Context: an optimization exercise on an open-source flow, tuned for small area, a short achievable clock period and few clock cycles per item. The choices shown serve that exercise and are no tape-out recipe.
The RTL was checked by simulation tests, not by an equivalence proof against the original design.
Power is estimated from default activity; no workload was simulated.

## before
Design proof_emul, start of the top module:
module proof_emul #(
  parameter int BMAX = 256
) (
  input  logic            clk_i,
  input  logic            arst_ni,
  input  logic            istr_i,
  input  logic [BMAX-1:0] modp_i,
  input  logic [BMAX-1:0] opa_i,
  input  logic [BMAX-1:0] opb_i,
  output logic            busy_o,
  output logic            vlid_o,
  output logic            ierr_o,
  output logic [BMAX-1:0] prod_o
);
For scale: about 1300 flip-flops, ~1000 I/O pins.
export LEC_CHECK = 0
export CAP_MARGIN = 20
export CORE_MARGIN = 2
export CORE_UTILIZATION = 40
export SLEW_MARGIN = 20
create_clock -name core_clock -period 17.5 [get_ports {clk_i}]
run.sh (not shown) runs the stock make flow with config.mk's settings and CLKGATE_MAP_FILE= SYNTH_SCRIPT=/design/flow/synth_recipe.tcl, a recipe that flattens the netlist after the stock synthesis.
Testbench counts of before, summed over its fixed seeds: cycles 26,724, items 192.
Input-level comparison between after and before:
Settings: ABC_CLOCK_PERIOD_IN_PS: unset -> 4000.
Findings:
after -> before: wire length of the first global-routing pass delta 0, exact match. after -> before: share of synthesized area spent on multiplexers delta 0, exact match. Comparing before against after, there is no change at all in area of the multi-input gates. Full die area came out exactly the same in after and before. [compare] base=before new=after: wire length was more or less identical, post-route total power was more or less identical, post-cts hold buffer count was more or less identical.

Setup of red:
proof_emul, a different RTL version from the one above (not shown whole).
Size: about 6300 cells after synthesis, roughly 1400 flip-flops, roughly 1000 I/O pins.
Settings: LEC_CHECK=0, CAP_MARGIN=20, CORE_MARGIN=2, CORE_UTILIZATION=40, SLEW_MARGIN=20; clock period 17.5 ns.
standard.sh (not shown) runs the stock make flow with config.mk's settings and CLKGATE_MAP_FILE= SYNTH_SCRIPT=/design/flow/synth_recipe.tcl, a recipe that flattens the netlist after the stock synthesis.
==> flow/flow/run.sh <==
#!/bin/bash
# The standard ORFS layout (standard.sh), with two changes to how it is made:
#  - the port buffers are sky130_fd_sc_hd__buf_2 cells (buffer_ports' -buffer_cell);
#  - the flow's own repair_timing steps (after CTS and after global routing) are
#    asked for a larger setup slack margin, so that they size and buffer the
#    design for a shorter period than the constraint's. The SDC is unchanged.
# The full make output goes to make_finish.log; ORFS keeps each step's log under orfs/logs.
set -euo pipefail
export BUFFER_PORTS_ARGS="-buffer_cell sky130_fd_sc_hd__buf_2"
export SETUP_SLACK_MARGIN=12.8
bash standard.sh finish > make_finish.log 2>&1
red closes out successfully: all stages finished, all timing, DRC and antenna checks passed.
Testbench counts of red, summed over its fixed seeds: cycles 26,406, items 192.
Input changes introduced in orange (baseline for comparison: red):
-- flow/flow/run.sh --
<<< red, line 8
set -euo pipefail
export BUFFER_PORTS_ARGS="-buffer_cell sky130_fd_sc_hd__buf_2"
export SETUP_SLACK_MARGIN=12.8
bash standard.sh finish > make_finish.log 2>&1
>>> orange, line 8
set -euo pipefail
export BUFFER_PORTS_ARGS="-buffer_cell sky130_fd_sc_hd__buf_2"
export SETUP_SLACK_MARGIN=12.5
bash standard.sh finish > make_finish.log 2>&1
Notes after the runs:
A critical path startpoint of vlid_r$_DFF_PN0_ is what red shows, while ss_r[184]$_DFF_P_ belongs to orange.
As far as simple-gate portion of the synthesized area goes, orange and red are indistinguishable; the numbers are identical.
Per the comparison of orange with red, final period demand of the worst path higher, area overhead of the layout relative to synthesis lower, ratio of routed vias to standard cells lower, non-clock buffer count lower, final weighted congestion in routability-driven placement lower.
red -> orange: area of the placeable core delta 0, exact match
On final period utilization, orange and red are neck and neck.
Re number of buffers on the longest clock path: no difference whatsoever between red and orange.
| post-detailed-routing wire length | orange vs red | 3.8% lower |

proof_emul, a different RTL version from the one above (not shown whole).
For scale: about 6,300 cells after synthesis, about 1,400 flip-flops, ~77,000 µm² of cells after synthesis.
Settings: LEC_CHECK=0, CAP_MARGIN=20, CORE_MARGIN=2, CORE_UTILIZATION=40, CTS_CLUSTER_DIAMETER=100, CTS_CLUSTER_SIZE=24, SLEW_MARGIN=20; clock period 17.5 ns.
==> flow/flow/run.sh <==
#!/bin/bash
# The standard ORFS layout (standard.sh), with two changes to how it is made:
#  - the port buffers are sky130_fd_sc_hd__buf_1 cells (buffer_ports' -buffer_cell);
#  - the flow's own repair_timing steps (after CTS and after global routing) are
#    asked for a larger setup slack margin, so that they size and buffer the
#    design for a shorter period than the constraint's. The SDC is unchanged.
# The full make output goes to make_finish.log; ORFS keeps each step's log under orfs/logs.
set -euo pipefail
export BUFFER_PORTS_ARGS="-buffer_cell sky130_fd_sc_hd__buf_1"
export SETUP_SLACK_MARGIN=12.5
bash standard.sh finish > make_finish.log 2>&1
Testbench counts at the start, summed over its fixed seeds: cycles 26,287, items 192.
Next try:
Settings changed: PLACE_DENSITY set to 0.75.
After rerunning: Register-to-register slack gains 0.03 ns; sequential power hardly moves; flip-flop and latch count stays the same.

Starting RTL as in the previous note.
==> flow/config.mk <==
export PLATFORM = sky130hd
export DESIGN_NAME = proof_emul
export DESIGN_NICKNAME = proof_emul
export VERILOG_FILES = /design/flow/design.v
export SDC_FILE = /design/flow/constraint.sdc
export NUM_CORES = 4
export LEC_CHECK = 0
export CAP_MARGIN = 20
export CORE_MARGIN = 2
export CORE_UTILIZATION = 40
export CTS_CLUSTER_DIAMETER = 80
export CTS_CLUSTER_SIZE = 30
export SLEW_MARGIN = 20
==> flow/constraint.sdc <==
create_clock -name core_clock -period 17.5 [get_ports {clk_i}]
set_input_delay 3.5000 -clock core_clock [delete_from_list [all_inputs] [get_ports {clk_i}]]
set_output_delay 3.5000 -clock core_clock [all_outputs]
set_load 0.01 [all_outputs]
Scripts as last shown in full above: flow/flow/run.sh
Testbench counts at the start, summed over its fixed seeds: cycles 26,287, items 192.
Change:
- CTS_BUF_LIST: not set -> sky130_fd_sc_hd__clkbuf_4 sky130_fd_sc_hd__clkbuf_8 sky130_fd_sc_hd__clkbuf_16
- CTS_CLUSTER_DIAMETER: 80 -> not set
- CTS_CLUSTER_SIZE: 30 -> not set
Worst hold slack loses 3.6 ps.
Sequential cell count stays the same.
Synthesized area stays the same.
Clock skew came out lower by 9.0 ps.
Cell area came out higher by 2.6%.
Wire length came out higher by 1.4%.
Final cell count came out higher by 1.3%.
Power came out higher by 6.7%.
Global-route usage came out higher by 0.36 points.
Worst setup slack loses 3.8 ps.
Change:
--- a/flow/flow/run.sh
+++ b/flow/flow/run.sh
@@ -2,3 +2,3 @@
 # The standard ORFS layout (standard.sh), with two changes to how it is made:
-#  - the port buffers are sky130_fd_sc_hd__buf_1 cells (buffer_ports' -buffer_cell);
+#  - the port buffers are sky130_fd_sc_hd__buf_2 cells (buffer_ports' -buffer_cell);
 #  - the flow's own repair_timing steps (after CTS and after global routing) are
@@ -8,3 +8,3 @@
 set -euo pipefail
-export BUFFER_PORTS_ARGS="-buffer_cell sky130_fd_sc_hd__buf_1"
+export BUFFER_PORTS_ARGS="-buffer_cell sky130_fd_sc_hd__buf_2"
 export SETUP_SLACK_MARGIN=12.5
- CORE_UTILIZATION: 40 -> 60
- CTS_BUF_LIST: sky130_fd_sc_hd__clkbuf_4 sky130_fd_sc_hd__clkbuf_8 sky130_fd_sc_hd__clkbuf_16 -> not set
Result:
- routed wire length is lower by 9.8%
- register-to-register slack is worse by 40 ps
- total power is lower by 1.9%
- clock skew is lower by 17 ps
- sequential power hardly moves
- first-iteration DRC count is higher by 25%
- worst setup slack is worse by 30 ps
Change:
- CORE_UTILIZATION: 60 -> 75
Effect:
- worst hold slack is better by 3.3 ps
- final cell count fell by 3.2%
- setup slack is worse by 150 ps
- via count rose by 7.4%
- die area fell by 20%
- cell area fell by 0.60%
- utilization rose by 17 points
- register-to-register slack is worse by 150 ps
- critical path depth rose by 5
- synthesized cell count is unchanged
- wire length rose by 3.9%
Change:
--- a/flow/flow/run.sh
+++ b/flow/flow/run.sh
@@ -2,3 +2,3 @@
 # The standard ORFS layout (standard.sh), with two changes to how it is made:
-#  - the port buffers are sky130_fd_sc_hd__buf_2 cells (buffer_ports' -buffer_cell);
+#  - the port buffers are sky130_fd_sc_hd__buf_1 cells (buffer_ports' -buffer_cell);
 #  - the flow's own repair_timing steps (after CTS and after global routing) are
@@ -8,3 +8,3 @@
 set -euo pipefail
-export BUFFER_PORTS_ARGS="-buffer_cell sky130_fd_sc_hd__buf_2"
+export BUFFER_PORTS_ARGS="-buffer_cell sky130_fd_sc_hd__buf_1"
 export SETUP_SLACK_MARGIN=12.5
- CORE_UTILIZATION: 75 -> 40
After rerunning:
- clock skew climbs by 13 ps
- via count shrinks by 6.9%
- utilization went down by 39 points
- global-route usage shrinks by 22 points
- first-iteration DRC count falls by 43%
- routed wire length rises by about 7%
- setup slack improves by 190 ps
- worst hold slack is better by 5.8 ps
- die area rose by about 90%
- area after synthesis does not change
- final cell count came out higher by 14%

-- port drivers added, routing unchanged --
In the flow no input, the clock included, has a driving cell. The finished layouts below were timed again as built, in two steps. Step 1, drivers: a clkbuf_16 drives clk_i and a buf_2 each remaining input, both assumed. Step 2 also shifts input and output timing later by t, the mid clock arrival at the registers, as if the neighbouring blocks saw the same clock. Slacks: ideal / step 1 / step 2; pairs: ideal / step 1.
run | t (ns) | setup WS [ns] | hold slack, ns | latest minus earliest clock arrival (ns) | worst data-port slew with drivers (ns)
before | 0.899 | 7.614 / 7.614 / 7.614 | 0.454 / 0.454 / 0.454 | 0.045 / 0.045 | 0.21
after | 0.899 | 7.614 / 7.614 / 7.614 | 0.454 / 0.454 / 0.454 | 0.045 / 0.045 | 0.21
red | 0.901 | 12.537 / 12.449 / 11.854 | 0.453 / 0.453 / 0.453 | 0.060 / 0.060 | 0.23
orange | 0.909 | 12.520 / 12.425 / 11.663 | 0.445 / 0.445 / 0.445 | 0.057 / 0.057 | 0.20
the first run of note 3 | 0.839 | 12.512 / 12.415 / 11.768 | 0.453 / 0.453 / 0.453 | 0.045 / 0.045 | 0.25
the second run of note 3 | 0.850 | 12.517 / 12.426 / 11.738 | 0.448 / 0.448 / 0.448 | 0.048 / 0.048 | 0.36
the first run of note 4 | 0.876 | 12.517 / 12.426 / 11.733 | 0.457 / 0.457 / 0.457 | 0.052 / 0.052 | 0.27
the second run of note 4 | 0.923 | 12.514 / 12.414 / 11.681 | 0.453 / 0.453 / 0.453 | 0.042 / 0.042 | 0.25
the third run of note 4 | 0.871 | 12.484 / 12.423 / 11.662 | 0.444 / 0.444 / 0.444 | 0.026 / 0.026 | 0.23
the fourth run of note 4 | 0.875 | 12.338 / 12.338 / 11.617 | 0.448 / 0.448 / 0.448 | 0.030 / 0.031 | 0.29
the fifth run of note 4 | 0.915 | 12.525 / 12.428 / 11.696 | 0.453 / 0.453 / 0.453 | 0.038 / 0.037 | 0.25
After both steps every run listed still meets setup and hold. For orange, which loses most, drivers alone change the setup slack by -0.095 ns; drivers and shift together by -0.857 ns.
